Source: an optimization exercise on an open RTL-to-GDS flow (aim: small area, a short achievable clock period and few clock cycles). Production flows keep margins and buffers that such runs may drop. Where RTL was checked, it was by simulation tests only, not by an equivalence proof against the original. Function not checked in runs 1 to 3: the RTL went through the layout flow alone. Power is estimated from default activity; no workload was simulated.

<file path="constraint.sdc">
create_clock -name core_clock -period 7.0 [get_ports {clk_i}]
set_input_delay 1.4000 -clock core_clock [delete_from_list [all_inputs] [get_ports {clk_i}]]
set_output_delay 1.4000 -clock core_clock [all_outputs]
set_load 0.01 [all_outputs]
</file>
<file path="run.sh">
#!/bin/bash
# synth_recipe.tcl (not shown) runs the flow's synth.tcl, then flattens the netlist and writes it again
# the make line also repeats each setting of config.mk as NAME=value (left out here)
make -C /OpenROAD-flow-scripts/flow DESIGN_CONFIG=/design/flow/config.mk WORK_HOME=/design/flow/orfs CLKGATE_MAP_FILE= SYNTH_SCRIPT=/design/flow/synth_recipe.tcl finish
</file>
<file path="config.mk">
export PLATFORM = sky130hd
export DESIGN_NAME = disk_seek_scheduler
export DESIGN_NICKNAME = disk_seek_scheduler
export VERILOG_FILES = /design/flow/design.v
export SDC_FILE = /design/flow/constraint.sdc
export NUM_CORES = 4
export LEC_CHECK = 0
export CAP_MARGIN = 20
export CELL_PAD_IN_SITES_DETAIL_PLACEMENT = 1
export CORE_MARGIN = 2
export CORE_UTILIZATION = 40
export SETUP_SLACK_MARGIN = 2.6
export SLEW_MARGIN = 20
</file>
<file path="design.v">
`default_nettype none
package dss_pkg;
  localparam int NSlots = 16;   
  localparam int QDepth = 4;    
endpackage
`default_nettype wire
`default_nettype none
module disk_seek_scheduler #(
  parameter int unsigned MAX_REQUESTS = 16
) (
  input  wire logic             clk_i,
  input  wire logic             rst_ni,
  input  wire logic             start_i,
  input  wire logic [16:0]      req_i,
  output logic                  busy_o,
  output logic                  move_valid_o,
  output logic [69:0]           move_o,
  input  wire logic             cfg_we_i,
  input  wire logic             cfg_idx_i,
  input  wire logic [15:0]      cfg_data_i
);
  localparam int NS = dss_pkg::NSlots;    
  localparam int QD = dss_pkg::QDepth;    
  function automatic logic lt16(input logic [15:0] a, input logic [15:0] b);
    logic [15:0] g1, p1;
    logic [7:0]  g2, p2;
    logic [3:0]  g3, p3;
    logic [1:0]  g4, p4;
    g1 = ~a & b; p1 = ~a | b;
    for (int k = 0; k < 8; k++) begin
      g2[k] = g1[2*k+1] | (p1[2*k+1] & g1[2*k]); p2[k] = p1[2*k+1] & p1[2*k];
    end
    for (int k = 0; k < 4; k++) begin
      g3[k] = g2[2*k+1] | (p2[2*k+1] & g2[2*k]); p3[k] = p2[2*k+1] & p2[2*k];
    end
    for (int k = 0; k < 2; k++) begin
      g4[k] = g3[2*k+1] | (p3[2*k+1] & g3[2*k]); p4[k] = p3[2*k+1] & p3[2*k];
    end
    lt16 = g4[1] | (p4[1] & g4[0]);
  endfunction
  logic [1:0]  pol_q, pol_d;
  logic [15:0] st_q, st_d;
  always_comb begin
    pol_d = pol_q; st_d = st_q;
    if (cfg_we_i) begin
      if (!cfg_idx_i) pol_d = cfg_data_i[1:0];
      else            st_d  = cfg_data_i;
    end
  end
  always_ff @(posedge clk_i or negedge rst_ni) begin
    if (!rst_ni) begin pol_q <= 2'd0; st_q <= 16'd0; end
    else begin pol_q <= pol_d; st_q <= st_d; end
  end
  logic          s1v_q, s1l_q, s1r_q;
  logic [15:0]   s1w_q;
  logic [3:0]    s1a_q;
  logic [NS-1:0] lt_q, xs, avd;      
  logic          s2v_q, s2l_q, s2r_q;
  logic [15:0]   s2w_q;
  logic [3:0]    s2a_q;
  localparam int SW = 22;               
  logic [NS-1:0]    av_q, acl_q, atg_q, aup_q;
  logic [NS*SW-1:0] sd_q;               
  logic [NS*16-1:0] aval_q;
  logic [NS*4-1:0]  aar_q;     
  logic [4:0]  ocnt_q;
  logic        ltag_q, od_q, rs_q, ofull_q;    
  logic [1:0]  kbp_q;
  logic [15:0] kbs_q;
  logic [QD-1:0]    qv_q, qdt_q;
  logic [QD*2-1:0]  qp_q;
  logic [QD*16-1:0] qs_q;
  logic        first_q, jd_q, etag_q;
  logic        ov_q, olast_q;
  logic [15:0] ofrom_q, oto_q, odist_q;
  logic [20:0] otot_q;
  logic        q0v, q0d, cscan_e;
  logic [15:0] q0s;
  logic        inb0, inb1, ready, do_jump, do_pop, emit, mlast;
  logic [15:0] s0val, from_sel, mdist;
  assign q0v     = qv_q[0];
  assign q0d     = qdt_q[0];
  assign q0s     = qs_q[15:0];
  assign cscan_e = qp_q[1:0] == 2'd2;
  assign s0val   = aval_q[15:0];
  assign inb0  = av_q[0] & acl_q[0] & (first_q | (atg_q[0] == etag_q));
  assign inb1  = av_q[1] & acl_q[1] & (atg_q[1] == atg_q[0]);
  assign ready = eok_q & (!first_q | (av_q[0] & acl_q[0]));
  assign do_jump = ready & jp_q & (!inb0 | !aup_q[0]);
  assign do_pop  = ready & !do_jump & inb0;
  assign emit    = do_jump | do_pop;
  assign mlast   = do_jump ? !inb0 : (!inb1 & !jp_q);
  logic [16:0] sdiff;
  logic [15:0] rdiff;
  assign from_sel = q0s;
  assign sdiff    = {1'b0, s0val} - {1'b0, from_sel};
  assign rdiff    = from_sel - s0val;
  assign mdist    = sdiff[16] ? rdiff : sdiff[15:0];
  logic rs_start, rs_pop, rs_end;
  logic xfer;
  assign rs_start = !rs_q & q0v & q0d & first_q & av_q[0] & acl_q[0] & !s1v_q & !s2v_q;
  assign rs_pop   = rs_q & av_q[0] & acl_q[0] & (!s1v_q | xfer);
  assign rs_end   = rs_q & !(av_q[0] & acl_q[0]) & !s1v_q & !s2v_q;
  logic        pop, full, can_ins, needs_slot, ins, s2_go, close_evt, ins_norm;
  logic        upv, fcfs_k, scan_k;
  logic [3:0]  ar_new;
  logic [NS:0] ge;           
  logic [NS-1:0] bef;
  assign pop        = do_pop | rs_pop;
  assign full       = av_q[NS-1];
  assign can_ins    = !full | pop;
  assign needs_slot = s2v_q & (s2r_q | !ofull_q);
  assign s2_go      = !needs_slot | can_ins;
  assign ins        = needs_slot & can_ins;
  assign close_evt  = s2v_q & s2l_q & !s2r_q & s2_go;
  assign ins_norm   = ins & !s2r_q & !s2l_q;
  logic s2up_q, up_kb, up_st, up_cd, up_next;
  assign upv    = s2up_q;
  assign up_kb  = !lt16(s1w_q, kbs_q);
  assign up_st  = !lt16(s1w_q, st_q);
  assign up_cd  = !lt16(s1w_q, cfg_data_i);
  assign up_next = freeze ? up_kb : ((cfg_we_i & cfg_idx_i) ? up_cd : up_st);
  logic c12;
  assign c12    = lt16(s1w_q, s2w_q);
  logic rs_skip, ins_acl, s2skip_q, ocnt_inc;
  logic [4:0] ocnt_d;
  assign rs_skip  = s2skip_q;
  assign ocnt_inc = ins_norm | (ins & s2r_q & fcfs_k & !rs_skip);
  assign ocnt_d   = (close_evt | rs_end) ? 5'd0 : ocnt_inc ? ocnt_q + 5'd1 : ocnt_q;
  assign ins_acl = close_evt | rs_end | (fcfs_k & rs_skip);
  assign ar_new = s2r_q ? s2a_q : ocnt_q[3:0];
  logic [1:0] pol_next;
  logic       s2fc_q, s2sc_q;    
  assign pol_next = freeze ? kbp_q : pol_d;
  assign fcfs_k = s2fc_q;
  assign scan_k = s2sc_q;
  genvar gi;
  generate
    for (gi = 0; gi < NS; gi++) begin : g_key
      logic lt, bup, bdn;
      assign lt  = lt_q[gi];
      assign bup = !aup_q[gi] | lt;
      assign bdn = !aup_q[gi] & (scan_k ? !lt : lt);
      assign bef[gi] = fcfs_k ? rs_skip : (upv ? bup : bdn);
      assign ge[gi] = !av_q[gi] | (!acl_q[gi] & !od_q & bef[gi]);
    end
  endgenerate
  assign ge[NS] = 1'b1;
  logic qfull, qdirty, cap, cap_close, s1_go, freeze, dirty_new;
  assign qfull  = qv_q[QD-1];
  assign qdirty = |(qdt_q & qv_q);
  assign s1_go  = !s1v_q | !s2v_q | s2_go;
  assign xfer   = s1v_q & (!s2v_q | s2_go);
  logic busy_q, busy_d, s1v_d, s2v_d, rs_d, qfull_d, qdirty_d;
  assign busy_o = busy_q;
  assign s1v_d  = cap | rs_pop | (s1v_q & !xfer);
  assign s2v_d  = (!s2v_q | s2_go) ? s1v_q : s2v_q;
  assign rs_d   = rs_start | (rs_q & !rs_end);
  assign busy_d = qfull_d | qdirty_d | rs_d | (s1v_d & s2v_d & avd[NS-1]);
  assign cap       = start_i & !busy_o;
  assign cap_close = cap & req_i[0];
  assign freeze    = rs_q | cap_close | (s1v_q & s1l_q);
  assign dirty_new = od_q | (kbp_q != pol_q) | (kbs_q != st_q);
  always_ff @(posedge clk_i or negedge rst_ni) begin
    if (!rst_ni) begin
      s1v_q <= 1'b0; s2v_q <= 1'b0; s1l_q <= 1'b0; s2l_q <= 1'b0; s2r_q <= 1'b0; s1r_q <= 1'b0;
      ocnt_q <= 5'd0; ltag_q <= 1'b0; od_q <= 1'b0; rs_q <= 1'b0; ofull_q <= 1'b0;
      kbp_q <= 2'd0; kbs_q <= 16'd0; busy_q <= 1'b1;
    end else begin
      busy_q <= busy_d;
      if (cap) begin
        s1v_q <= 1'b1; s1l_q <= req_i[0]; s1r_q <= 1'b0;
      end else if (rs_pop) begin
        s1v_q <= 1'b1; s1l_q <= 1'b0; s1r_q <= 1'b1;
      end else if (xfer) begin
        s1v_q <= 1'b0;
      end
      if (!s2v_q | s2_go) begin
        s2v_q <= s1v_q; s2l_q <= s1l_q; s2r_q <= s1r_q;
      end
      if (close_evt | rs_end) begin
        ocnt_q <= 5'd0; ltag_q <= !ltag_q; od_q <= 1'b0; ofull_q <= 1'b0;
      end else begin
        if (ocnt_inc) begin
          ocnt_q <= ocnt_q + 5'd1; ofull_q <= ocnt_q == 5'd15;
        end
        if (!freeze & cfg_we_i & !(s2v_q & s2l_q & !s2r_q) &
            ((ocnt_q != 5'd0) | (s2v_q & !s2l_q & !s2r_q))) od_q <= 1'b1;
      end
      if (rs_start) begin
        kbp_q <= qp_q[1:0]; kbs_q <= q0s;
      end else if (!freeze) begin
        kbp_q <= pol_d; kbs_q <= st_d;
      end
      if (rs_start) rs_q <= 1'b1;
      else if (rs_end) rs_q <= 1'b0;
    end
  end
  always_ff @(posedge clk_i) begin
    if (cap) s1w_q <= req_i[16:1];
    else if (rs_pop) begin
      s1w_q <= s0val; s1a_q <= aar_q[3:0];
    end
    if (!s2v_q | s2_go) begin
      s2w_q <= s1w_q; s2a_q <= s1a_q; s2up_q <= up_next;
      s2fc_q <= pol_next[1] == pol_next[0]; s2sc_q <= pol_next == 2'd1;
      s2skip_q <= s1r_q & (s1a_q != ocnt_d[3:0]);
    end
  end
  generate
    for (gi = 0; gi < NS; gi++) begin : g_slot
      logic sel_prev, sel_next, sel_new, sel_self;
      logic gprev, gnext;
      logic nv_prev, ncl_prev, nv_next, ncl_next;
      logic cmp_self, x_self, x_prev, x_next;
      logic [SW-1:0] sd_prev, sd_next, sd_new;
      if (gi == 0) begin : g_lo
        assign gprev = 1'b0;
        assign nv_prev = 1'b0; assign ncl_prev = 1'b0; assign sd_prev = '0;
      end else begin : g_lo
        assign gprev = ge[gi-1];
        assign nv_prev = av_q[gi-1]; assign ncl_prev = acl_q[gi-1];
        assign sd_prev = sd_q[(gi-1)*SW +: SW];
      end
      if (gi == NS-1) begin : g_hi
        assign nv_next = 1'b0; assign ncl_next = 1'b0; assign sd_next = '0;
      end else begin : g_hi
        assign nv_next = av_q[gi+1]; assign ncl_next = acl_q[gi+1];
        assign sd_next = sd_q[(gi+1)*SW +: SW];
      end
      if (gi == 0) begin : g_xl
        assign x_prev = 1'b0;
      end else begin : g_xl
        assign x_prev = xs[gi-1];
      end
      if (gi == NS-1) begin : g_xh
        assign x_next = 1'b0;
      end else begin : g_xh
        assign x_next = xs[gi+1];
      end
      assign gnext = ge[gi+1];
      assign sd_new = {ltag_q, upv, ar_new, s2w_q} ^ {SW{(gi % 2) == 0}};
      assign {atg_q[gi], aup_q[gi], aar_q[gi*4 +: 4], aval_q[gi*16 +: 16]} =
        sd_q[gi*SW +: SW] ^ {SW{(gi % 2) == 1}};
      always_comb begin
        sel_prev = 1'b0; sel_next = 1'b0; sel_new = 1'b0; sel_self = 1'b0;
        if (ins & !pop) begin
          sel_prev = ge[gi] & gprev; sel_new = ge[gi] & !gprev; sel_self = !ge[gi];
        end else if (ins & pop) begin
          sel_next = !gnext; sel_new = gnext & !ge[gi]; sel_self = ge[gi];
        end else if (pop) begin
          sel_next = 1'b1;
        end else begin
          sel_self = 1'b1;
        end
      end
      assign avd[gi] = sel_prev ? nv_prev : sel_next ? nv_next : sel_new ? 1'b1 : av_q[gi];
      always_ff @(posedge clk_i or negedge rst_ni) begin
        if (!rst_ni) begin
          av_q[gi] <= 1'b0; acl_q[gi] <= 1'b0;
        end else begin
          if (sel_prev) begin
            av_q[gi] <= nv_prev; acl_q[gi] <= ncl_prev | close_evt | rs_end;
          end else if (sel_next) begin
            av_q[gi] <= nv_next; acl_q[gi] <= ncl_next | close_evt | rs_end;
          end else if (sel_new) begin
            av_q[gi] <= 1'b1; acl_q[gi] <= ins_acl;
          end else begin
            acl_q[gi] <= acl_q[gi] | close_evt | rs_end;
          end
        end
      end
      assign cmp_self = lt16(s1w_q, aval_q[gi*16 +: 16]);
      assign x_self = xfer ? cmp_self : lt_q[gi];
      assign xs[gi] = x_self;
      always_ff @(posedge clk_i) begin
        lt_q[gi] <= sel_prev ? x_prev : sel_next ? x_next : sel_new ? c12 : x_self;
      end
      always_ff @(posedge clk_i) begin
        if (sel_prev | sel_next | sel_new)
          sd_q[gi*SW +: SW] <= ~(({SW{sel_prev}} & sd_prev) | ({SW{sel_next}} & sd_next) |
                                 ({SW{sel_new}} & sd_new));
      end
    end
  endgenerate
  logic qpop;
  logic [QD-1:0] qvd, qdd;
  logic [QD*2-1:0] qpd;
  assign qpop = emit & mlast;
  assign qfull_d  = qvd[QD-1];
  assign qdirty_d = |(qvd & qdd);
  generate
    for (gi = 0; gi < QD; gi++) begin : g_q
      logic pv, pd;
      logic [1:0]  pp;
      logic [15:0] ps;
      logic take_new, take_next;
      if (gi == QD-1) begin : g_n
        assign pv = 1'b0; assign pd = 1'b0; assign pp = 2'd0; assign ps = 16'd0;
      end else begin : g_n
        assign pv = qv_q[gi+1]; assign pd = qdt_q[gi+1];
        assign pp = qp_q[(gi+1)*2 +: 2]; assign ps = qs_q[(gi+1)*16 +: 16];
      end
      if (gi == 0) begin : g_t
        assign take_new = cap_close & (qpop ? !qv_q[1] : !qv_q[0]);
      end else if (gi == QD-1) begin : g_t
        assign take_new = cap_close & (qpop ? 1'b0 : (qv_q[gi-1] & !qv_q[gi]));
      end else begin : g_t
        assign take_new = cap_close & (qpop ? (qv_q[gi] & !qv_q[gi+1]) : (qv_q[gi-1] & !qv_q[gi]));
      end
      logic nv_after;
      assign nv_after = qpop ? pv : qv_q[gi];
      logic qv_n, qdt_n;
      assign qv_n  = nv_after | take_new;
      assign qdt_n = !nv_after ? dirty_new : qpop ? pd : (gi == 0 && rs_end) ? 1'b0 : qdt_q[gi];
      assign qvd[gi] = qv_n;
      assign qdd[gi] = qdt_n;
      always_ff @(posedge clk_i or negedge rst_ni) begin
        if (!rst_ni) begin
          qv_q[gi] <= 1'b0; qdt_q[gi] <= 1'b0;
        end else begin
          qv_q[gi] <= qv_n;
          qdt_q[gi] <= qdt_n;
        end
      end
      logic [1:0] qp_n;
      assign qp_n = !nv_after ? pol_q : qpop ? pp : qp_q[gi*2 +: 2];
      assign qpd[gi*2 +: 2] = qp_n;
      always_ff @(posedge clk_i) begin
        qp_q[gi*2 +: 2] <= qp_n;
        if (!nv_after) qs_q[gi*16 +: 16] <= st_q;
        else if (qpop) qs_q[gi*16 +: 16] <= ps;
        else if (gi == 0 && emit) qs_q[gi*16 +: 16] <= do_jump ? 16'd0 : s0val;
      end
    end
  endgenerate
  logic        av1_q, alast_q, afirst_q;
  logic eok_q, jp_q, jd_d;
  assign jd_d = emit ? (mlast ? 1'b0 : (jd_q | do_jump)) : jd_q;
  logic [15:0] afrom_q, ato_q, adist_q;
  logic [21:0] tsum;
  always_ff @(posedge clk_i or negedge rst_ni) begin
    if (!rst_ni) begin
      av1_q <= 1'b0; ov_q <= 1'b0; first_q <= 1'b1; jd_q <= 1'b0; etag_q <= 1'b0;
      eok_q <= 1'b0; jp_q <= 1'b0;
      otot_q <= 21'd0;
    end else begin
      av1_q <= emit;
      eok_q <= qvd[0] & !qdd[0] & !rs_d;
      jp_q  <= (qpd[1:0] == 2'd2) & !jd_d;
      ov_q  <= av1_q;
      if (emit) begin
        first_q <= mlast;
        jd_q    <= jd_d;
        if (first_q) etag_q <= atg_q[0];
      end
      if (av1_q) otot_q <= tsum[21] ? 21'h1fffff : tsum[20:0];
    end
  end
  assign tsum = {1'b0, (afirst_q ? 21'd0 : otot_q)} + {6'd0, adist_q};
  always_ff @(posedge clk_i) begin
    ato_q <= do_jump ? 16'd0 : s0val;
    afrom_q  <= from_sel;
    adist_q  <= do_jump ? 16'd0 : mdist;
    alast_q  <= mlast;
    afirst_q <= first_q;
    ofrom_q  <= afrom_q;
    oto_q    <= ato_q;
    odist_q  <= adist_q;
    olast_q  <= alast_q;
  end
  assign move_valid_o = ov_q;
  assign move_o = {ofrom_q, oto_q, odist_q, otot_q, olast_q};
endmodule
`default_nettype wire
</file>
==> flow_metrics.env, run 1 <==
export IMPL_max_slew_margin_rel_pct=17.0
export IMPL_portBuffers=109
export IMPL_htreeDepth=3
export IMPL_whs_path_depth=0
export IMPL_grt_pass1_vias=30800
export IMPL_yosys_warnings=3
export IMPL_reg2reg_slack_ns=2.81
export IMPL_synth_area_top_cells="edfxtp_1 39%, a222oi_1 8.9%, dfrtp_1 8.1%"
export IMPL_hold_violations=0
export IMPL_required_ns=7.27
export IMPL_synth_edf_count=466
export IMPL_antenna_found_initial=3
export IMPL_die_h_um=305
export IMPL_reg2reg_to="sd_q[46]$_DFFE_PP_"
export IMPL_clock_skew_ns=0.0238
export IMPL_regArea_um2=19300
export IMPL_slowest_stage="or3_2"
export IMPL_clk_latency_ns=0.65
export IMPL_largest_reg_flops=352
export IMPL_outcome="complete, no violations"
export IMPL_dominantRegCellSynth="edfxtp_1"
export IMPL_final_max_slew_viol_count=0
export IMPL_leakage_nw=14.2
export IMPL_setup_violations=0
export IMPL_first_pass_iters=13
export IMPL_grt_pass1_wl_um=193000
export IMPL_initial_core_util_pct=40.3
export IMPL_holdBufCountCts=0
export IMPL_final_setup_tns_ns=0
export IMPL_dp_hpwl_um=91700
export IMPL_synth_cells=3353
export IMPL_syn2layout_area_growth_pct=14.2
export IMPL_p_per_area_nw_per_um2=604
export IMPL_grt_ovfl_total=0
export IMPL_wirelength_um=128000
export IMPL_ys_seq_area_share_pct=53.3
export IMPL_critical_path_cell_chain="inv_2 > a21o_1 > nor2_4 > nand2_1 > nand4_1 > o21ai_1 > buf_4 > nand2_1 > buf_4 > o22ai_2 > buf_4 > or3_2"
export IMPL_cts_buffer_depth=3
export IMPL_fmax_ghz=0.239
export IMPL_core_area_um2=90000
export IMPL_die_w_um=305
export IMPL_final_cell_mix="466 x edfxtp_1, 324 x a222oi_1, 244 x nand2_1"
export IMPL_ir_drop_uv=274
export IMPL_ios=110
export IMPL_synth_avg_cell_area_um2=10.8
export IMPL_max_stage_delay_ns=0.57
export IMPL_reg2reg_from="s2r_q$_DFFE_PN0P_"
export IMPL_clock_sinks=703
export IMPL_wire_per_inst_um=28.0
export IMPL_grt_total_usage_pct=26.4
export IMPL_worstSetupPathType="reg2reg"
export IMPL_syn_nets=3445
export IMPL_maxCapViolCount=0
export IMPL_drt_iter0_drc=5091
export IMPL_r2r_cells=12
export IMPL_cp_arrival_ns=4.46
export IMPL_drcViolationCount=0
export IMPL_fillers=9651
export IMPL_multi_input_area_um2=15600
export IMPL_path_clk_slew_ns=0.06
export IMPL_cpMostUsedCell="buf_4"
export IMPL_ant_nets=0
export IMPL_hp_start="afrom_q[8]$_DFF_P_"
export IMPL_grt_setup_unrepaired="false"
export IMPL_grt_max_degree=70
export IMPL_min_period_ns=4.19
export IMPL_cts_buffers=77
export IMPL_top_register="sd_q"
export IMPL_worst_pin_slew_ns=1.24
export IMPL_final_common_cell="edfxtp_1"
export IMPL_drive_gt1_share_pct=11.4
export IMPL_reg_top3="sd_q: 352 flops, qs_q: 64 flops, otot_q: 21 flops"
export IMPL_gp_congestion=0.893
export IMPL_async_reset_ff_share_pct=17.1
export IMPL_critPathTopFamily="simple AND/OR/NAND/NOR gates"
export IMPL_die_area_um2=93200
export IMPL_synth_top_cell_area_share_pct=38.5
export IMPL_vias_per_cell=6.74
export IMPL_synth_area_um2=36300
export IMPL_num_rows=110
export IMPL_final_nets=3436
export IMPL_hold_class="reg2reg"
export IMPL_p_total_mw=25.0
export IMPL_ys_types=90
export IMPL_root_buffer="clkbuf_16"
export IMPL_cp_max_fo=27
export IMPL_vias=30900
export IMPL_crit_buf_inv=4
export IMPL_cts_tree="yes"
export IMPL_synth_top_cell_by_area="edfxtp_1"
export IMPL_end_kind="flip-flop"
export IMPL_whs_endpoint="ofrom_q[8]$_DFF_P_"
export IMPL_startpoint_type="flip-flop"
export IMPL_ys_ff_latch=703
export IMPL_period_share_pct=59.8
==> area by class of cell <==
class,count,share of cell area [%]
antenna,1,0.00604
clock inverter,35,0.827
multi-input combinational,2217,37.7
timing repair buffer,200,4.36
timing repair inverter,3,0.0543
clock buffer,109,5.47
tap,1176,3.55
inverter,142,1.34
sequential,703,46.7
==> report_power, final <==
part           switching (mW)  internal (mW)
combinational            6.86           4.28
sequential               2.09           7.51
clock                    1.77           2.49
total                    10.7           14.3
==> routing by layer <==
layer	up-vias	routed length (um)	global-route usage, %
met4	2	4180	8.01
met1	15600	51300	35.9
met3	261	11800	4.11
met5	-	13	0
li1	13300	-	-
met2	1739	61000	43.5
==> cells by family after synthesis <==
kind of cell	synth area share, %
simple gates	9.48
mux	3.84
fa+ha+maj	3.21
flops	53.3
xor+xnor	1.21
compound gates	24.3
buf+inv	4.67
==> metrics by stage <==
step	hold WS (ns)	std cells	util [%]	worst slack (ns)	instance area, um^2
floorplan	0.310	3353	-	3.70	36300
global placement	0.310	4426	42.8	2.41	38600
detailed placement	0.313	4426	42.8	2.11	38600
CTS	0.319	4570	45.8	2.63	41200
global route	0.336	4586	46.0	2.67	41400
finish	0.317	4586	46.0	2.81	41400
==> worst max path at each step <==
stage	start	to	slack, ns	cells past startpoint
floorplan	sd_q[21]$_DFFE_PP_	lt_q[7]$_DFF_P_	3.70	16
global placement	sd_q[21]$_DFFE_PP_	lt_q[7]$_DFF_P_	2.41	17
detailed placement	sd_q[21]$_DFFE_PP_	lt_q[7]$_DFF_P_	2.11	17
CTS	s2sc_q$_DFFE_PP_	sd_q[323]$_DFFE_PP_	2.63	9
global route	s2r_q$_DFFE_PN0P_	sd_q[44]$_DFFE_PP_	2.67	12
finish	s2r_q$_DFFE_PN0P_	sd_q[46]$_DFFE_PP_	2.81	12
==> synth_stat cells (12+ instances only) <==
library cell and instances:
a211oi_1 32, a21boi_0 13, a21o_1 24, a21oi_1 165, a221oi_1 16, a222oi_1 324, a22oi_1 68, a31oi_1 41
and2_1 15, and3_1 15, buf_1 45, buf_2 27, clkbuf_1 216, clkinv_1 12, dfrtp_1 118, dfxtp_1 117
edfxtp_1 466, ha_1 51, inv_1 124, maj3_1 42, mux2_2 65, mux2i_1 66, nand2_1 246, nand2b_1 37
nand3_1 36, nor2_1 253, nor2b_1 47, nor3_1 26, o2111ai_1 15, o211ai_1 32, o21a_1 21, o21ai_0 215
o21ai_1 14, o22a_1 15, o22ai_1 52, o31ai_1 25, or2_2 12, or3_1 22, xnor2_1 20, xor2_1 30
==> repair_timing <==
item / in CTS / in global routing
pin swaps: 0 / 1
buffers inserted: 0 / 10
hold endpoints to repair: 0 / 0
endpoints found under the setup margin: 79 / 486
resized for setup: 8 / 28
cloned: 0 / 4
==> run 2: changes to the inputs <==
--- a/config.mk
+++ b/config.mk
@@ -9,5 +9,5 @@
 export CELL_PAD_IN_SITES_DETAIL_PLACEMENT = 1
 export CORE_MARGIN = 2
 export CORE_UTILIZATION = 40
-export SETUP_SLACK_MARGIN = 2.6
+export SETUP_SLACK_MARGIN = 3.2
 export SLEW_MARGIN = 20
==> run 2 against run 1 <==
Largest power group unchanged. Via count up 0.69%. Maximum frequency up 13%. Critical endpoint is now adist_q[3]$_SDFF_PP0_. Critical path type unchanged. Non-clock buffer count up 27.
==> flow_metrics.env, run 2 <==
export IMPL_outcome="complete, no violations"
export IMPL_ys_ff_latch=703
export IMPL_clock_skew_ns=0.0233
export IMPL_initial_core_util_pct=40.3
export IMPL_largest_reg_flops=352
export IMPL_path_clk_slew_ns=0.06
export IMPL_yosys_warnings=3
export IMPL_wire_per_inst_um=28.2
export IMPL_clk_latency_ns=0.65
export IMPL_synth_avg_cell_area_um2=10.8
export IMPL_min_period_ns=3.70
export IMPL_final_common_cell="edfxtp_1"
export IMPL_top_register="sd_q"
export IMPL_leakage_nw=14.4
export IMPL_end_kind="flip-flop"
export IMPL_synth_edf_count=466
export IMPL_die_area_um2=93200
export IMPL_max_slew_margin_rel_pct=16.0
export IMPL_reg2reg_from="sd_q[5]$_DFFE_PP_"
export IMPL_synth_cells=3353
export IMPL_syn2layout_area_growth_pct=15.2
export IMPL_root_buffer="clkbuf_16"
export IMPL_antenna_found_initial=3
export IMPL_grt_total_usage_pct=26.7
export IMPL_holdBufCountCts=0
export IMPL_portBuffers=109
export IMPL_syn_nets=3445
export IMPL_vias_per_cell=6.74
export IMPL_synth_area_top_cells="edfxtp_1 39%, a222oi_1 8.9%, dfrtp_1 8.1%"
export IMPL_async_reset_ff_share_pct=17.1
export IMPL_startpoint_type="flip-flop"
export IMPL_final_setup_tns_ns=0
export IMPL_grt_ovfl_total=0
export IMPL_synth_top_cell_by_area="edfxtp_1"
export IMPL_final_nets=3468
export IMPL_ys_types=90
export IMPL_reg_top3="sd_q: 352 flops, qs_q: 64 flops, otot_q: 21 flops"
export IMPL_fmax_ghz=0.270
export IMPL_gp_congestion=0.893
export IMPL_drt_iter0_drc=5459
export IMPL_required_ns=7.52
export IMPL_ios=110
export IMPL_grt_pass1_wl_um=194000
export IMPL_hp_start="afrom_q[8]$_DFF_P_"
export IMPL_die_w_um=305
export IMPL_synthTopCellsByCount="466 x edfxtp_1, 324 x a222oi_1, 253 x nor2_1"
export IMPL_dp_hpwl_um=91700
export IMPL_worstSetupPathType="reg2reg"
export IMPL_hold_violations=0
export IMPL_num_rows=110
export IMPL_grt_setup_unrepaired="true"
export IMPL_grt_pass1_vias=30800
export IMPL_cp_max_fo=15
export IMPL_drcViolationCount=0
export IMPL_critPathLaunch="sd_q[5]$_DFFE_PP_"
export IMPL_htreeDepth=3
export IMPL_final_cell_mix="466 x edfxtp_1, 324 x a222oi_1, 243 x nand2_1"
export IMPL_vias=31100
export IMPL_wirelength_um=130000
export IMPL_cts_tree="yes"
export IMPL_synth_top_cell_area_share_pct=38.5
export IMPL_utilization_pct=46.5
export IMPL_first_pass_iters=13
export IMPL_ys_seq_area_share_pct=53.3
export IMPL_final_max_slew_viol_count=0
export IMPL_grt_max_degree=70
export IMPL_period_share_pct=52.9
export IMPL_cts_buffer_depth=3
export IMPL_synth_most_common_cell="edfxtp_1"
export IMPL_p_per_area_nw_per_um2=605
export IMPL_ir_drop_uv=270
export IMPL_synth_area_um2=36300
export IMPL_die_h_um=305
export IMPL_dominantRegCellSynth="edfxtp_1"
export IMPL_drive_gt1_share_pct=12.7
export IMPL_cp_arrival_ns=4.22
export IMPL_p_total_mw=25.3
export IMPL_cts_buffers=77
export IMPL_hold_class="reg2reg"
export IMPL_ant_nets=0
export IMPL_maxCapViolCount=0
export IMPL_setup_violations=0
export IMPL_clock_sinks=703
export IMPL_worst_pin_slew_ns=1.26
export IMPL_core_area_um2=90000
[run 2: cell counts after synthesis]
Identical to the previous run, type by type.
[run 2: power by group]
group	internal, mW	leakage (nW)	switching (mW)
clock network	2.49	1.28	1.77
registers	7.50	6.42	2.08
logic	4.45	6.68	7.00
total	14.4	14.4	10.9
[run 2: repair_timing]
action | in CTS | in global routing
gates resized for setup | 41 | 40
endpoints found under the setup margin | 373 | 761
gates cloned | 4 | 5
buffers inserted | 7 | 30
pin swaps | 1 | 9
[run 2: final cells by class]
class                      instances  area [um^2]
antenna                            1         2.50
fill                            9648        48200
timing repair inverter             4         28.8
inverter                         142          569
tap                             1176         1470
clock inverter                    35          343
timing repair buffer             227         2050
clock buffer                     109         2270
multi-input combinational       2221        15800
sequential                       703        19300
[run 2: stage by stage]
stage               setup WS [ns]  hold WS (ns)  cells  cell area, um^2
floorplan                    3.70         0.310   3353            36300
global placement             2.41         0.310   4426            38600
detailed placement           2.11         0.313   4426            38600
CTS                          3.10         0.319   4581            41400
global route                 3.15         0.335   4618            41800
finish                       3.30         0.318   4618            41800
[run 2: kinds of logic after synthesis]
group	count (synthesis)	synth area share, %
compound gates	1181	24.3
xor+xnor	50	1.21
fa+ha+maj	100	3.21
buf+inv	434	4.67
flops	703	53.3
mux	131	3.84
simple gates	754	9.48
[run 2: path summary, 6_finish.rpt]
check                                   endpoint  slack, ns  cells past startpoint
max                        adist_q[3]$_SDFF_PP0_       3.30                     12
min                           ofrom_q[8]$_DFF_P_       0.32                      0
max in group asynchronous   av_q[14]$_DFFE_PN0P_       4.94                      2
max reg2reg                adist_q[3]$_SDFF_PP0_       3.30                     12
min reg2reg                   ofrom_q[8]$_DFF_P_       0.32                      0
min in group asynchronous  otot_q[8]$_DFFE_PN0P_       0.77                      1
[run 2: metal layers]
layer	vias to the layer above	track usage (%)	part of all wire, %
li1	13300	-	-
met1	15700	36.2	39
met2	1810	44.0	48
met3	262	3.99	9.4
met4	2	8.44	3.7
met5	-	0	0.010
[run 2: critical path, stage by stage, from the launching register on]
cell and delay, ns:
edfxtp_1 0.56, inv_1 0.27, ha_1 0.46, a21oi_1 0.23, o211ai_1 0.17, a31oi_2 0.28, o22ai_2 0.18, a31oi_1 0.19
buf_4 0.25, mux2_2 0.36, o31ai_1 0.37, a21o_1 0.17, a21oi_1 0.06
==> run 3: changes to the inputs <==
--- a/config.mk
+++ b/config.mk
@@ -9,5 +9,5 @@
 export CELL_PAD_IN_SITES_DETAIL_PLACEMENT = 1
 export CORE_MARGIN = 2
 export CORE_UTILIZATION = 40
-export SETUP_SLACK_MARGIN = 3.2
+export SETUP_SLACK_MARGIN = 4.0
 export SLEW_MARGIN = 20
==> run 3 against run 2 <==
Critical path depth decreased by 1. Clock skew down 0.0024 ns. Worst hold slack better by 0.0094 ns. Routed wire length is 13% higher. Sequential power is essentially flat. Die area stayed put. Sequential cell count stayed put. Clock power down 4%. Critical endpoint is now adist_q[15]$_SDFF_PP0_. Highest routed layer unchanged.
==> flow_metrics.env, run 3 <==
export IMPL_ys_types=90
export IMPL_synth_most_common_cell="edfxtp_1"
export IMPL_synth_area_top_cells="edfxtp_1 39%, a222oi_1 8.9%, dfrtp_1 8.1%"
export IMPL_utilization_pct=50.7
export IMPL_setup_violations=0
export IMPL_ant_nets=0
export IMPL_crit_buf_inv=0
export IMPL_final_cell_mix="466 x edfxtp_1, 324 x a222oi_1, 231 x buf_4"
export IMPL_final_max_slew_viol_count=0
export IMPL_ys_seq_area_share_pct=53.3
export IMPL_synthAdderAreaFrac_pct=3.21
export IMPL_ios=110
export IMPL_syn_nets=3445
export IMPL_path_clk_slew_ns=0.07
export IMPL_combPwrFrac_pct=51.2
export IMPL_die_area_um2=93200
export IMPL_drcViolationCount=0
export IMPL_clock_skew_ns=0.0209
export IMPL_end_kind="flip-flop"
export IMPL_grt_total_usage_pct=28.2
export IMPL_cpMostUsedCell="o21ai_0"
export IMPL_die_w_um=305
export IMPL_ir_drop_uv=369
export IMPL_whs_path_depth=0
export IMPL_startpoint_type="flip-flop"
export IMPL_gp_congestion=0.897
export IMPL_holdBufCountCts=0
export IMPL_max_slew_margin_rel_pct=22.6
export IMPL_final_nets=3703
export IMPL_cp_arrival_ns=3.80
export IMPL_synth_simple_area_share_pct=9.48
export IMPL_syn2layout_area_growth_pct=25.7
export IMPL_synth_top_cell_area_share_pct=38.5
export IMPL_critical_path_cell_chain="ha_1 > and3_1 > nor2_1 > nand2_1 > o21ai_0 > a311oi_1 > o31a_1 > o21ai_1 > a211oi_2 > o21ai_0 > nor3b_2"
export IMPL_swShare_pct=44.0
export IMPL_portBuffers=109
export IMPL_synth_area_um2=36300
export IMPL_max_stage_delay_ns=0.53
export IMPL_async_reset_ff_share_pct=17.1
export IMPL_drive_gt1_share_pct=23.4
export IMPL_grt_pass1_vias=31800
export IMPL_synth_mux_area_share_pct=3.84
export IMPL_postPlaceCellArea_um2=38700
export IMPL_synth_compound_area_share_pct=24.3
export IMPL_worstSetupPathType="reg2reg"
export IMPL_yosys_warnings=3
export IMPL_cts_buffers=78
export IMPL_post_place_ws_ns=2.62
export IMPL_vias_per_cell=6.92
export IMPL_grt_setup_unrepaired="true"
export IMPL_core_area_um2=90000
export IMPL_min_period_ns=3.27
export IMPL_outcome="complete, no violations"
export IMPL_whs_endpoint="oto_q[15]$_DFF_P_"
export IMPL_hold_violations=0
export IMPL_leakage_nw=16.1
export IMPL_maxCapViolCount=0
export IMPL_final_setup_tns_ns=0
export IMPL_synth_edf_count=466
export IMPL_ys_ff_latch=703
export IMPL_wire_per_inst_um=30.5
export IMPL_reg2reg_to="adist_q[15]$_SDFF_PP0_"
export IMPL_grt_pass1_wl_um=203000
export IMPL_fmax_ghz=0.305
export IMPL_design_area_um2=45600
export IMPL_initial_core_util_pct=40.3
export IMPL_seqPwrFrac_pct=34.2
export IMPL_die_h_um=305
export IMPL_fillers=9399
export IMPL_synth_top_cell_by_area="edfxtp_1"
export IMPL_synth_avg_cell_area_um2=10.8
export IMPL_hold_class="reg2reg"
export IMPL_wirelength_um=148000
export IMPL_drt_iter0_drc=6038
export IMPL_grt_max_degree=66
export IMPL_dominantRegCellSynth="edfxtp_1"
export IMPL_htreeDepth=3
export IMPL_grt_ovfl_total=0
export IMPL_synth_top_family_by_area="compound AO/OA/AOI/OAI gates"
export IMPL_final_common_cell="edfxtp_1"
export IMPL_required_ns=7.52
export IMPL_reg2reg_slack_ns=3.73
export IMPL_vias=33600
export IMPL_root_buffer="clkbuf_16"
export IMPL_clk_latency_ns=0.66
export IMPL_critPathTopFamily="compound AO/OA/AOI/OAI gates"
export IMPL_cp_max_fo=7
export IMPL_p_int_mw=15.6
export IMPL_hp_start="ato_q[15]$_DFF_P_"
export IMPL_cts_tree="yes"
export IMPL_clkPwrFrac_pct=14.6
export IMPL_reg2reg_from="qs_q[7]$_DFFE_PP_"
export IMPL_r2r_cells=11
export IMPL_switchingPower_mw=12.3
export IMPL_multi_input_area_um2=17200
export IMPL_cts_buffer_depth=3
export IMPL_top_register="sd_q"
export IMPL_synthTopCellsByCount="466 x edfxtp_1, 324 x a222oi_1, 253 x nor2_1"
export IMPL_p_per_area_nw_per_um2=612
export IMPL_antenna_found_initial=4
export IMPL_synth_cells=3353
export IMPL_worst_pin_slew_ns=1.16
export IMPL_largest_reg_flops=352
export IMPL_dp_hpwl_um=91200
export IMPL_synth_xor_area_share_pct=1.21
export IMPL_period_share_pct=46.8
export IMPL_num_rows=110
export IMPL_first_pass_iters=11
export IMPL_timing_final_ws_setup_ns=3.73
export IMPL_regArea_um2=19300
export IMPL_p_total_mw=27.9
export IMPL_reg_top3="sd_q: 352 flops, qs_q: 64 flops, otot_q: 21 flops"
export IMPL_slowest_stage="ha_1"
export IMPL_clock_sinks=703
run 3: kinds of logic after synthesis:
kind of cell,count (synthesis)
xor gates and xnor gates,50
DFF,703
muxes,131
and+or+nand+nor,754
buffers and inverters,434
AOI/OAI and AO/OA,1181
adders and majority gates,100
run 3: cell type report:
cell class / instances / share of cell area [%]
antenna: 1 / 0.00549
clock buffer: 104 / 4.85
clock inverter: 39 / 0.538
inverter: 142 / 1.45
multi-input combinational: 2245 / 37.7
sequential: 703 / 42.4
tap: 1176 / 3.23
timing repair buffer: 436 / 9.73
timing repair inverter: 5 / 0.0740
run 3: through the flow:
step | cells | hold slack [ns]
after floorplan | 3353 | 0.310
after global placement | 4432 | 0.311
after detailed placement | 4432 | 0.313
after CTS | 4697 | 0.324
after global routing | 4851 | 0.332
final | 4851 | 0.327
run 3: how the worst max path moves through the flow:
stage                                   endpoint          startpoint  depth (start not counted)  slack, ns
after global placement           lt_q[7]$_DFF_P_  sd_q[21]$_DFFE_PP_                         17       2.84
after global routing      adist_q[15]$_SDFF_PP0_   sd_q[1]$_DFFE_PP_                         12       3.55
after detailed placement         lt_q[7]$_DFF_P_  sd_q[21]$_DFFE_PP_                         17       2.62
final                     adist_q[15]$_SDFF_PP0_   qs_q[7]$_DFFE_PP_                         11       3.73
after floorplan                  lt_q[7]$_DFF_P_  sd_q[21]$_DFFE_PP_                         16       3.97
after CTS                 otot_q[20]$_DFFE_PN0P_    afirst_q$_DFF_P_                         15       3.87
run 3: layer usage:
layer  up-vias  share of wire, %  GRT usage, %
met3       514                10          4.33
met4         6               6.0          11.0
met5         -             0.030             0
met1     16900                37          37.4
met2      2295                47          46.4
li1      13900                 -             -
run 3: power by group through the flow:
stage	Sequential (mW)	Combinational [mW]	Clock, mW
2_1_floorplan	4.54	0.154	0
3_3_place_gp	4.57	0.252	0
3_5_place_dp	4.57	0.259	0
4_1_cts	4.48	0.280	4.10
5_1_grt	9.71	15.1	4.26
6_report	9.55	14.3	4.08
run 3: what timing repair did:
| action | CTS | global route |
|---|---|---|
| cloned | 25 | 25 |
| setup endpoints to repair | 895 | 680 |
| resized for setup | 226 | 284 |
| hold endpoints to repair | 0 | 0 |
| pin swaps | 49 | 121 |
| setup buffers | 97 | 127 |
==> run 4: changes to the inputs <==
--- a/design.v
+++ b/design.v
@@ -99,7 +99,7 @@
   logic rs_start, rs_pop, rs_end;
   logic xfer;
   assign rs_start = !rs_q & q0v & q0d & first_q & av_q[0] & acl_q[0] & !s1v_q & !s2v_q;
-  assign rs_pop   = rs_q & av_q[0] & acl_q[0] & (!s1v_q | xfer);
+  assign rs_pop   = rs_q & av_q[0] & acl_q[0] & (!s1v_q | !s2v_q | !needs_slot | !full);
   assign rs_end   = rs_q & !(av_q[0] & acl_q[0]) & !s1v_q & !s2v_q;
   logic        pop, full, can_ins, needs_slot, ins, s2_go, close_evt, ins_norm;
   logic        upv, fcfs_k, scan_k;
--- a/config.mk
+++ b/config.mk
@@ -9,5 +9,5 @@
 export CELL_PAD_IN_SITES_DETAIL_PLACEMENT = 1
 export CORE_MARGIN = 2
 export CORE_UTILIZATION = 40
-export SETUP_SLACK_MARGIN = 4.0
+export SETUP_SLACK_MARGIN = 3.2
 export SLEW_MARGIN = 20
==> run 4 against run 3 <==
Still clean. Via count is 5.6% lower. Maximum frequency decreased by 11%. Sequential share of layout area increased by 4.1 points. Critical path depth down 1. Die area increased by 0.55%. Power shrank 6.7%. Critical path type is now in2reg.
==> flow_metrics.env, run 4 <==
export IMPL_first_pass_iters=12
export IMPL_ys_seq_area_share_pct=53.0
export IMPL_busiest_layer="met2"
export IMPL_path_clk_slew_ns=0.06
export IMPL_hold_ws_ns=0.324
export IMPL_die_h_um=306
export IMPL_wirelength_um=138000
export IMPL_period_share_pct=52.6
export IMPL_final_cell_mix="466 x edfxtp_1, 334 x a222oi_1, 230 x nand2_1"
export IMPL_vias_per_cell=6.91
export IMPL_top_register="sd_q"
export IMPL_outcome="complete, no violations"
export IMPL_worst_pin_slew_ns=1.22
export IMPL_synth_top_cell_by_area="edfxtp_1"
export IMPL_maxCapViolCount=0
export IMPL_synthTopCellsByCount="466 x edfxtp_1, 334 x a222oi_1, 237 x nand2_1"
export IMPL_slowest_stage="clkdlybuf4s50_1"
export IMPL_ys_ff_latch=703
export IMPL_max_slew_margin_rel_pct=18.4
export IMPL_cts_buffer_depth=3
export IMPL_die_area_um2=93700
export IMPL_async_reset_ff_share_pct=17.1
export IMPL_dp_hpwl_um=99200
export IMPL_leakage_nw=14.4
export IMPL_crit_buf_inv=1
export IMPL_startpoint_type="input port"
export IMPL_htreeDepth=3
export IMPL_setup_violations=0
export IMPL_cts_buffers=78
export IMPL_grtUsageMet1_pct=38.4
export IMPL_ir_drop_uv=375
export IMPL_syn_nets=3409
export IMPL_end_kind="flip-flop"
export IMPL_final_setup_tns_ns=0
export IMPL_core_area_um2=90300
export IMPL_die_w_um=306
export IMPL_synth_edf_count=466
export IMPL_final_nets=3436
export IMPL_cts_tree="yes"
export IMPL_synth_cells=3317
export IMPL_worstSetupPathType="in2reg"
export IMPL_clk_latency_ns=0.67
export IMPL_wire_per_inst_um=30.1
export IMPL_fmax_ghz=0.272
export IMPL_grt_total_usage_pct=28.4
export IMPL_min_period_ns=3.68
export IMPL_antenna_found_initial=2
export IMPL_critPathTopFamily="adder cells"
export IMPL_final_common_cell="edfxtp_1"
export IMPL_clock_skew_ns=0.0512
export IMPL_yosys_warnings=1
export IMPL_dominantRegCellSynth="edfxtp_1"
export IMPL_grt_pass1_vias=31300
export IMPL_required_ns=7.50
export IMPL_ys_types=93
export IMPL_synth_avg_cell_area_um2=11.0
export IMPL_reg_top3="sd_q: 352 flops, qs_q: 64 flops, otot_q: 21 flops"
export IMPL_use_met2_pct=46.0
export IMPL_drcViolationCount=0
export IMPL_clock_sinks=703
export IMPL_ios=110
export IMPL_vias=31700
export IMPL_cpMostUsedCell="maj3_2"
export IMPL_synth_top_cell_area_share_pct=38.3
export IMPL_synth_area_top_cells="edfxtp_1 38%, a222oi_1 9.2%, dfrtp_1 8.1%"
export IMPL_hold_class="reg2reg"
export IMPL_hold_violations=0
export IMPL_syn2layout_area_growth_pct=13.9
export IMPL_fillers=9747
export IMPL_initial_core_util_pct=40.4
export IMPL_synth_area_um2=36500
export IMPL_largest_reg_flops=352
export IMPL_synth_most_common_cell="edfxtp_1"
export IMPL_grt_max_degree=76
export IMPL_p_per_area_nw_per_um2=627
export IMPL_max_stage_delay_ns=0.46
export IMPL_drive_gt1_share_pct=11.2
export IMPL_drt_iter0_drc=5290
export IMPL_grt_ovfl_total=0
export IMPL_ant_nets=0
export IMPL_cp_arrival_ns=4.18
export IMPL_portBuffers=109
export IMPL_root_buffer="clkbuf_16"
export IMPL_met3_usage_pct=4.39
export IMPL_critical_path_cell_chain="clkdlybuf4s50_1 > nor2b_1 > maj3_2 > maj3_2 > maj3_2 > maj3_2 > maj3_2 > a221oi_2 > o31ai_1 > nand4b_1"
export IMPL_cp_max_fo=3
export IMPL_gp_congestion=0.935
export IMPL_final_max_slew_viol_count=0
export IMPL_num_rows=110
export IMPL_grt_setup_unrepaired="true"
export IMPL_grt_pass1_wl_um=205000
-- run 4: routing by layer --
metal  vias to the layer above  part of all wire (%)
met5                         -                     0
met4                         0                   4.2
met3                       300                   9.9
met2                      1929                    47
met1                     16100                    39
li1                      13400                     -
-- run 4: worst paths after layout --
check                           slack [ns]  depth (start not counted)                 from                     to
worst max-delay path                  3.32                         10        cfg_data_i[0]       s2up_q$_DFFE_PP_
worst min-delay path                  0.32                          0  afrom_q[14]$_DFF_P_    ofrom_q[14]$_DFF_P_
worst max register to register        3.36                          9   s1w_q[5]$_DFFE_PN_        lt_q[4]$_DFF_P_
worst min register to register        0.32                          0  afrom_q[14]$_DFF_P_    ofrom_q[14]$_DFF_P_
max in group asynchronous             5.04                          2               rst_ni    acl_q[15]$_DFF_PN0_
min in group asynchronous             0.82                          1               rst_ni  otot_q[0]$_DFFE_PN0P_
-- run 4: report_power, final --
group	internal (mW)	switching, mW
Combinational	4.40	7.89
Clock	2.37	1.81
Sequential	7.43	2.17
-- run 4: cell families (layout without fill, tap and decap cells) --
family,after synthesis,count (layout),share of synthesized area (%)
AOI/OAI and AO/OA,1233,1236,25.8
xor gates and xnor gates,57,57,1.37
adders and majority gates,97,97,3.13
buffers and inverters,414,503,4.57
DFF,703,703,53.0
muxes,100,100,2.90
other,0,3,0
and+or+nand+nor,713,714,9.21
-- run 4: per-stage QoR --
step / cell area [um^2] / total power, mW / worst slack [ns] / cells / util, %
floorplan: 36500 / 16.6 / 3.42 / 3317 / -
global placement: 38800 / 20.8 / 2.82 / 4429 / 42.9
detailed placement: 38800 / 21.3 / 2.62 / 4429 / 42.9
CTS: 41400 / 25.6 / 3.05 / 4576 / 45.9
global route: 41600 / 27.3 / 3.20 / 4586 / 46.0
finish: 41600 / 26.1 / 3.32 / 4589 / 46.0
-- run 4: timing repair --
action,CTS,global route
setup endpoints to repair,371,372
pin swaps,2,4
endpoints found under the hold margin,0,0
cloned,1,4
hold buffers,0,0
buffers inserted,0,6
gates resized for setup,23,19
-- run 4: area by class of cell --
| cell class | instances | area [um^2] | area share, % |
|---|---|---|---|
| clock buffers | 117 | 2220 | 5.34 |
| clock inverters | 29 | 345 | 0.831 |
| well taps | 1176 | 1470 | 3.54 |
| inverters | 142 | 541 | 1.30 |
| repair inverters | 1 | 7.51 | 0.0181 |
| flip-flops and latches | 703 | 19300 | 46.5 |
| diodes | 3 | 7.51 | 0.0181 |
| repair buffers | 214 | 1880 | 4.53 |
| multi-input cells | 2204 | 15800 | 37.9 |
Testbench counts of run 4, summed over its fixed seeds: cycles 3,685.
==> run 5: changes to the inputs <==
--- a/config.mk
+++ b/config.mk
@@ -9,5 +9,7 @@
 export CELL_PAD_IN_SITES_DETAIL_PLACEMENT = 1
 export CORE_MARGIN = 2
 export CORE_UTILIZATION = 40
-export SETUP_SLACK_MARGIN = 3.2
+export CTS_BUF_LIST = sky130_fd_sc_hd__clkbuf_4 sky130_fd_sc_hd__clkbuf_8
+export CTS_CLUSTER_SIZE = 30
+export SETUP_SLACK_MARGIN = 3.6
 export SLEW_MARGIN = 20
==> run 5 against run 4 <==
Critical endpoint is now lt_q[6]$_DFF_P_. Via count is essentially flat. Combinational power grew 3%. Highest routed layer is now met5. Core utilization grew 0.70 points. Clock power shrank 2%. Sequential share of layout area shrank 0.70 points. Count of clock-buffer cells in the layout grew 53. Critical path depth shrank 2. Maximum frequency grew 7.8%. Setup slack gained 0.27 ns. Register-to-register slack gained 0.23 ns. Power grew 0.71%.
==> flow_metrics.env, run 5 <==
export IMPL_die_area_um2=93700
export IMPL_clock_sinks=703
export IMPL_multi_input_area_um2=16000
export IMPL_synth_top_cell_area_share_pct=38.3
export IMPL_final_common_cell="edfxtp_1"
export IMPL_outcome="complete, no violations"
export IMPL_ir_drop_uv=418
export IMPL_clock_skew_ns=0.0414
export IMPL_syn_nets=3409
export IMPL_min_period_ns=3.41
export IMPL_final_nets=3513
export IMPL_root_buffer="clkbuf_8"
export IMPL_hold_class="reg2reg"
export IMPL_reg2reg_slack_ns=3.59
export IMPL_ys_seq_area_share_pct=53.0
export IMPL_reg2reg_from="s2w_q[3]$_DFFE_PP_"
export IMPL_wirelength_um=134000
export IMPL_grt_total_usage_pct=27.8
export IMPL_cts_buffers=117
export IMPL_cp_arrival_ns=4.09
export IMPL_holdBufCountCts=0
export IMPL_required_ns=7.68
export IMPL_yosys_warnings=1
export IMPL_final_setup_tns_ns=0
export IMPL_async_reset_ff_share_pct=17.1
export IMPL_worstSetupPathType="reg2reg"
export IMPL_hold_violations=0
export IMPL_final_max_slew_viol_count=0
export IMPL_grt_setup_unrepaired="true"
export IMPL_fillers=9649
export IMPL_first_pass_iters=13
export IMPL_synth_most_common_cell="edfxtp_1"
export IMPL_dp_hpwl_um=96800
export IMPL_synth_avg_cell_area_um2=11.0
export IMPL_startpoint_type="flip-flop"
export IMPL_synthTopCellsByCount="466 x edfxtp_1, 334 x a222oi_1, 237 x nand2_1"
export IMPL_drive_gt1_share_pct=15.7
export IMPL_dominantRegCellSynth="edfxtp_1"
export IMPL_htreeDepth=3
export IMPL_critPathLaunch="s2w_q[3]$_DFFE_PP_"
export IMPL_drt_iter0_drc=5012
export IMPL_setup_violations=0
export IMPL_ant_nets=0
export IMPL_whs_endpoint="oto_q[13]$_DFF_P_"
export IMPL_cts_tree="yes"
export IMPL_final_cell_mix="466 x edfxtp_1, 334 x a222oi_1, 227 x nand2_1"
export IMPL_drcViolationCount=0
export IMPL_wire_per_inst_um=28.6
export IMPL_synth_simple_area_share_pct=9.21
export IMPL_grt_ovfl_total=0
export IMPL_whs_path_depth=0
export IMPL_grt_pass1_wl_um=201000
export IMPL_ys_ff_latch=703
export IMPL_synth_compound_area_share_pct=25.8
export IMPL_synth_area_um2=36500
export IMPL_r2r_cells=8
export IMPL_hp_start="ato_q[13]$_DFF_P_"
export IMPL_synth_top_family_by_area="compound AO/OA/AOI/OAI gates"
export IMPL_largest_reg_flops=352
export IMPL_die_w_um=306
export IMPL_p_per_area_nw_per_um2=622
export IMPL_clk_latency_ns=0.79
export IMPL_ios=110
export IMPL_top_register="sd_q"
export IMPL_leakage_nw=14.7
export IMPL_portBuffers=109
export IMPL_period_share_pct=48.8
export IMPL_p_total_mw=26.2
export IMPL_synth_edf_count=466
export IMPL_fmax_ghz=0.293
export IMPL_ys_types=93
export IMPL_end_kind="flip-flop"
export IMPL_maxCapViolCount=0
export IMPL_synthAdderAreaFrac_pct=3.13
export IMPL_vias_per_cell=6.75
export IMPL_synth_area_top_cells="edfxtp_1 38%, a222oi_1 9.2%, dfrtp_1 8.1%"
export IMPL_cp_max_fo=12
export IMPL_synth_mux_area_share_pct=2.90
export IMPL_grt_max_degree=69
export IMPL_initial_core_util_pct=40.4
export IMPL_synth_xor_area_share_pct=1.37
export IMPL_regArea_um2=19300
export IMPL_worst_pin_slew_ns=1.17
export IMPL_max_slew_margin_rel_pct=21.5
export IMPL_num_rows=110
export IMPL_synth_cells=3317
export IMPL_cts_buffer_depth=3
export IMPL_synth_top_cell_by_area="edfxtp_1"
export IMPL_gp_congestion=0.940
export IMPL_core_area_um2=90300
export IMPL_die_h_um=306
export IMPL_path_clk_slew_ns=0.07
export IMPL_reg_top3="sd_q: 352 flops, qs_q: 64 flops, otot_q: 21 flops"
export IMPL_syn2layout_area_growth_pct=15.6
export IMPL_vias=31700
export IMPL_reg2reg_to="lt_q[6]$_DFF_P_"
export IMPL_grt_pass1_vias=31900
export IMPL_antenna_found_initial=3
[run 5: critical path, stage by stage (launching register included)]
cell	delay [ns]
edfxtp_1	0.73
clkinv_2	0.41
o2111ai_1	0.47
a221oi_1	0.17
o22ai_1	0.53
a22o_2	0.50
nand2b_1	0.16
a21oi_1	0.07
o31ai_1	0.25
[run 5: kinds of logic after synthesis]
| group | after synthesis |
|---|---|
| AO/OA/AOI/OAI | 1233 |
| XOR/XNOR | 57 |
| adder cells (fa/ha/maj) | 97 |
| buffers and inverters | 414 |
| flip-flops | 703 |
| multiplexers | 100 |
| AND/OR/NAND/NOR | 713 |
[run 5: what timing repair did]
| item | 4_1_cts | 5_1_grt |
|---|---|---|
| gates resized for setup | 71 | 56 |
| cloned | 3 | 5 |
| setup buffers | 15 | 26 |
| pin swaps | 6 | 18 |
| setup endpoints to repair | 551 | 448 |
[run 5: cell type report]
type | count | share of cell area [%]
Multi-Input combinational cell | 2206 | 37.9
Timing Repair Buffer | 250 | 5.28
Timing Repair inverter | 1 | 0.0178
Tap cell | 1176 | 3.49
Sequential cell | 703 | 45.8
Inverter | 142 | 1.33
Antenna cell | 1 | 0.00593
Clock buffer | 170 | 5.01
Clock inverter | 48 | 1.11
[run 5: power by group]
group	switching [mW]	total [mW]	leakage (nW)	internal, mW
Clock	1.84	4.08	1.35	2.24
Sequential	2.09	9.51	6.39	7.41
Combinational	7.97	12.7	6.97	4.69
[run 5: metrics by stage]
| stage | setup slack, ns | instance area [um^2] | utilization, % | std cells | hold WS (ns) |
|---|---|---|---|---|---|
| finish | 3.59 | 42200 | 46.7 | 4697 | 0.325 |
| global route | 3.50 | 42200 | 46.7 | 4697 | 0.337 |
| CTS | 3.59 | 41700 | 46.2 | 4665 | 0.328 |
| detailed placement | 2.63 | 38800 | 42.9 | 4429 | 0.313 |
| global placement | 2.63 | 38800 | 42.9 | 4428 | 0.312 |
| floorplan | 3.50 | 36500 | - | 3317 | 0.310 |
[run 5: routing by layer]
metal	vias to the layer above	track usage, %	share of wire (%)
met5	-	0	0.0097
met2	1779	45.9	47
met4	2	12.5	4.9
li1	13600	-	-
met1	16000	36.0	38
met3	327	4.48	9.5
[run 5: how the worst max path moves through the flow]
stage | depth (start not counted) | end
finish | 8 | lt_q[6]$_DFF_P_
global route | 14 | otot_q[18]$_DFFE_PN0P_
CTS | 8 | sd_q[249]$_DFFE_PP_
detailed placement | 10 | s2up_q$_DFFE_PP_
global placement | 10 | s2up_q$_DFFE_PP_
floorplan | 9 | s2up_q$_DFFE_PP_
==> run 6: changes to the inputs <==
--- a/config.mk
+++ b/config.mk
@@ -9,7 +9,8 @@
 export CELL_PAD_IN_SITES_DETAIL_PLACEMENT = 1
 export CORE_MARGIN = 2
 export CORE_UTILIZATION = 40
-export CTS_BUF_LIST = sky130_fd_sc_hd__clkbuf_4 sky130_fd_sc_hd__clkbuf_8
-export CTS_CLUSTER_SIZE = 30
+export CTS_BUF_LIST = sky130_fd_sc_hd__clkbuf_8 sky130_fd_sc_hd__clkbuf_16
+export CTS_CLUSTER_DIAMETER = 100
+export CTS_CLUSTER_SIZE = 20
 export SETUP_SLACK_MARGIN = 3.6
 export SLEW_MARGIN = 20
==> run 6 against run 5 <==
Sequential share of layout area is 1.7 points higher. Critical path depth is 2 higher. Sequential power is 0.4% lower. Critical path type is now in2reg.
==> flow_metrics.env, run 6 <==
export IMPL_wire_per_inst_um=28.9
export IMPL_synth_edf_count=466
export IMPL_cts_tree="yes"
export IMPL_root_buffer="clkbuf_16"
export IMPL_critPathLaunch="cfg_data_i[0]"
export IMPL_p_total_mw=24.6
export IMPL_cp_max_fo=3
export IMPL_end_kind="flip-flop"
export IMPL_gp_congestion=0.940
export IMPL_reg2reg_from="s2w_q[4]$_DFFE_PP_"
export IMPL_vias=30900
export IMPL_htreeDepth=2
export IMPL_die_area_um2=93700
export IMPL_synth_avg_cell_area_um2=11.0
export IMPL_design_area_um2=40700
export IMPL_die_w_um=306
export IMPL_reg_top3="sd_q: 352 flops, qs_q: 64 flops, otot_q: 21 flops"
export IMPL_required_ns=7.44
export IMPL_maxCapViolCount=0
export IMPL_wirelength_um=131000
export IMPL_ant_nets=0
export IMPL_yosys_warnings=1
export IMPL_ys_ff_latch=703
export IMPL_hold_class="reg2reg"
export IMPL_outcome="complete, no violations"
export IMPL_leakage_nw=14.0
export IMPL_clk_latency_ns=0.64
export IMPL_path_clk_slew_ns=0.09
export IMPL_num_rows=110
export IMPL_antenna_found_initial=2
export IMPL_regArea_um2=19300
export IMPL_core_area_um2=90300
export IMPL_max_slew_margin_rel_pct=18.4
export IMPL_critPathTopFamily="adder cells"
export IMPL_top_register="sd_q"
export IMPL_die_h_um=306
export IMPL_largest_reg_flops=352
export IMPL_cpMostUsedCell="maj3_2"
export IMPL_worstSetupPathType="in2reg"
export IMPL_grt_setup_unrepaired="true"
export IMPL_vias_per_cell=6.80
export IMPL_syn2layout_area_growth_pct=11.4
export IMPL_postPlaceCellArea_um2=38800
export IMPL_cts_buffers=41
export IMPL_clock_skew_ns=0.0236
export IMPL_syn_nets=3409
export IMPL_max_stage_delay_ns=0.34
export IMPL_grt_max_degree=69
export IMPL_grt_pass1_wl_um=197000
export IMPL_drt_iter0_drc=5385
export IMPL_initial_core_util_pct=40.4
export IMPL_grt_total_usage_pct=27.1
export IMPL_startpoint_type="input port"
export IMPL_cp_arrival_ns=3.84
export IMPL_worst_pin_slew_ns=1.22
export IMPL_multi_input_area_um2=15900
export IMPL_synth_cells=3317
export IMPL_final_max_slew_viol_count=0
export IMPL_synth_most_common_cell="edfxtp_1"
export IMPL_async_reset_ff_share_pct=17.1
export IMPL_synth_area_top_cells="edfxtp_1 38%, a222oi_1 9.2%, dfrtp_1 8.1%"
export IMPL_period_share_pct=48.6
export IMPL_critical_path_cell_chain="buf_6 > nor2b_4 > maj3_2 > maj3_2 > maj3_2 > maj3_2 > maj3_2 > a221oi_2 > o31ai_1 > nand4b_1"
export IMPL_drive_gt1_share_pct=11.4
export IMPL_slowest_stage="maj3_2"
export IMPL_ys_types=93
export IMPL_hold_violations=0
export IMPL_fmax_ghz=0.294
export IMPL_hp_start="afrom_q[10]$_DFF_P_"
export IMPL_grt_pass1_vias=30800
export IMPL_final_cell_mix="466 x edfxtp_1, 334 x a222oi_1, 227 x nand2_1"
export IMPL_min_period_ns=3.40
export IMPL_synthTopCellsByCount="466 x edfxtp_1, 334 x a222oi_1, 237 x nand2_1"
export IMPL_fillers=9678
export IMPL_final_setup_tns_ns=0
export IMPL_final_common_cell="edfxtp_1"
export IMPL_dominantRegCellSynth="edfxtp_1"
export IMPL_synth_area_um2=36500
export IMPL_grt_ovfl_total=0
export IMPL_synth_top_cell_area_share_pct=38.3
export IMPL_drcViolationCount=0
export IMPL_ir_drop_uv=409
export IMPL_ys_seq_area_share_pct=53.0
export IMPL_crit_buf_inv=1
export IMPL_final_nets=3429
export IMPL_dp_hpwl_um=96800
export IMPL_clock_sinks=703
export IMPL_portBuffers=109
export IMPL_synth_top_cell_by_area="edfxtp_1"
export IMPL_cts_buffer_depth=3
export IMPL_ios=110
export IMPL_setup_violations=0
export IMPL_first_pass_iters=11
export IMPL_p_per_area_nw_per_um2=604
## run 6: cell counts after synthesis
No cell type changed its count.
## run 6: cell type report
| cell class | instances | area share, % |
|---|---|---|
| antenna | 1 | 0.00615 |
| tap | 1176 | 3.62 |
| inverter | 142 | 1.36 |
| timing repair inverter | 1 | 0.0185 |
| clock buffer | 41 | 2.52 |
| timing repair buffer | 244 | 5.32 |
| multi-input combinational | 2204 | 39.2 |
| clock inverter | 28 | 0.418 |
| sequential | 703 | 47.6 |
## run 6: report_power, final
part	switching [mW]	leakage, nW	internal [mW]
Clock	1.48	0.665	1.12
Combinational	7.86	6.94	4.63
Sequential	2.07	6.39	7.40
Total	11.4	14.0	13.1
## run 6: repair_timing
| action | CTS | global route |
|---|---|---|
| pin swaps | 11 | 14 |
| setup buffers | 13 | 22 |
| hold buffers | 0 | 0 |
| endpoints found under the setup margin | 540 | 483 |
| gates cloned | 3 | 3 |
| gates resized for setup | 71 | 47 |
## run 6: stage by stage
stage	std cells	hold slack, ns	util (%)	setup WS [ns]
global route	4539	0.341	45.0	3.56
CTS	4514	0.332	44.6	3.59
finish	4540	0.328	45.0	3.60
global placement	4428	0.312	42.9	2.63
detailed placement	4429	0.313	42.9	2.63
floorplan	3317	0.310	-	3.50
## run 6: routing by layer
| metal | global-route usage, % | up-vias | routed length [um] |
|---|---|---|---|
| met5 | 0 | - | 34 |
| met4 | 10.4 | 4 | 5140 |
| met3 | 3.32 | 219 | 11500 |
| met2 | 45.4 | 1603 | 63100 |
| met1 | 36.0 | 15700 | 51500 |
| li1 | - | 13300 | - |
## run 6: cell families after synthesis
| group | synth area share, % |
|---|---|
| AO/OA/AOI/OAI | 25.8 |
| AND/OR/NAND/NOR | 9.21 |
| flip-flops | 53.0 |
| buffers and inverters | 4.57 |
| multiplexers | 2.90 |
| adder cells (fa/ha/maj) | 3.13 |
| XOR/XNOR | 1.37 |
## run 6: final timing paths
path,endpoint,slack (ns),depth (start not counted)
setup / recovery,s2up_q$_DFFE_PP_,3.60,10
hold / removal,ofrom_q[10]$_DFF_P_,0.33,0
setup reg to reg,lt_q[6]$_DFF_P_,3.61,8
hold reg to reg,ofrom_q[10]$_DFF_P_,0.33,0
max in group asynchronous,s2r_q$_DFFE_PN0P_,4.94,2
min in group asynchronous,otot_q[0]$_DFFE_PN0P_,0.79,1

static timing again, ports no longer ideal:
The flow's constraints put no driver on any port. The routed layouts listed below were extracted and timed again, unchanged, in two steps.
Step 1: set_driving_cell puts a clkbuf_16 on clk_i and a buf_2 on each other input, an assumption about the parent block.
Step 2 adds t to the input delays and takes it off the output delays; t is the mean of the earliest and latest rising clock arrival at the registers after step 1. Input paths then give back, and output paths get back, about the clock's delay inside the block.
a / b / c = ideal ports / drivers / drivers and shift; a / b = the first two.
run | shift t [ns] | setup slack, ns | hold slack, ns
run 1 | 0.703 | 2.815 / 2.815 / 2.658 | 0.317 / 0.317 / 0.317
run 2 | 0.707 | 3.299 / 3.299 / 2.863 | 0.318 / 0.318 / 0.318
run 3 | 0.716 | 3.726 / 3.726 / 3.346 | 0.327 / 0.327 / 0.327
run 4 | 0.713 | 3.320 / 3.355 / 2.652 | 0.324 / 0.324 / 0.324
run 5 | 0.834 | 3.586 / 3.586 / 2.903 | 0.325 / 0.325 / 0.325
run 6 | 0.699 | 3.597 / 3.605 / 2.935 | 0.328 / 0.328 / 0.328
After both steps every run listed still meets setup and hold. For run 5, which loses most, drivers alone change the setup slack by 0.000 ns; drivers and shift together by -0.683 ns.
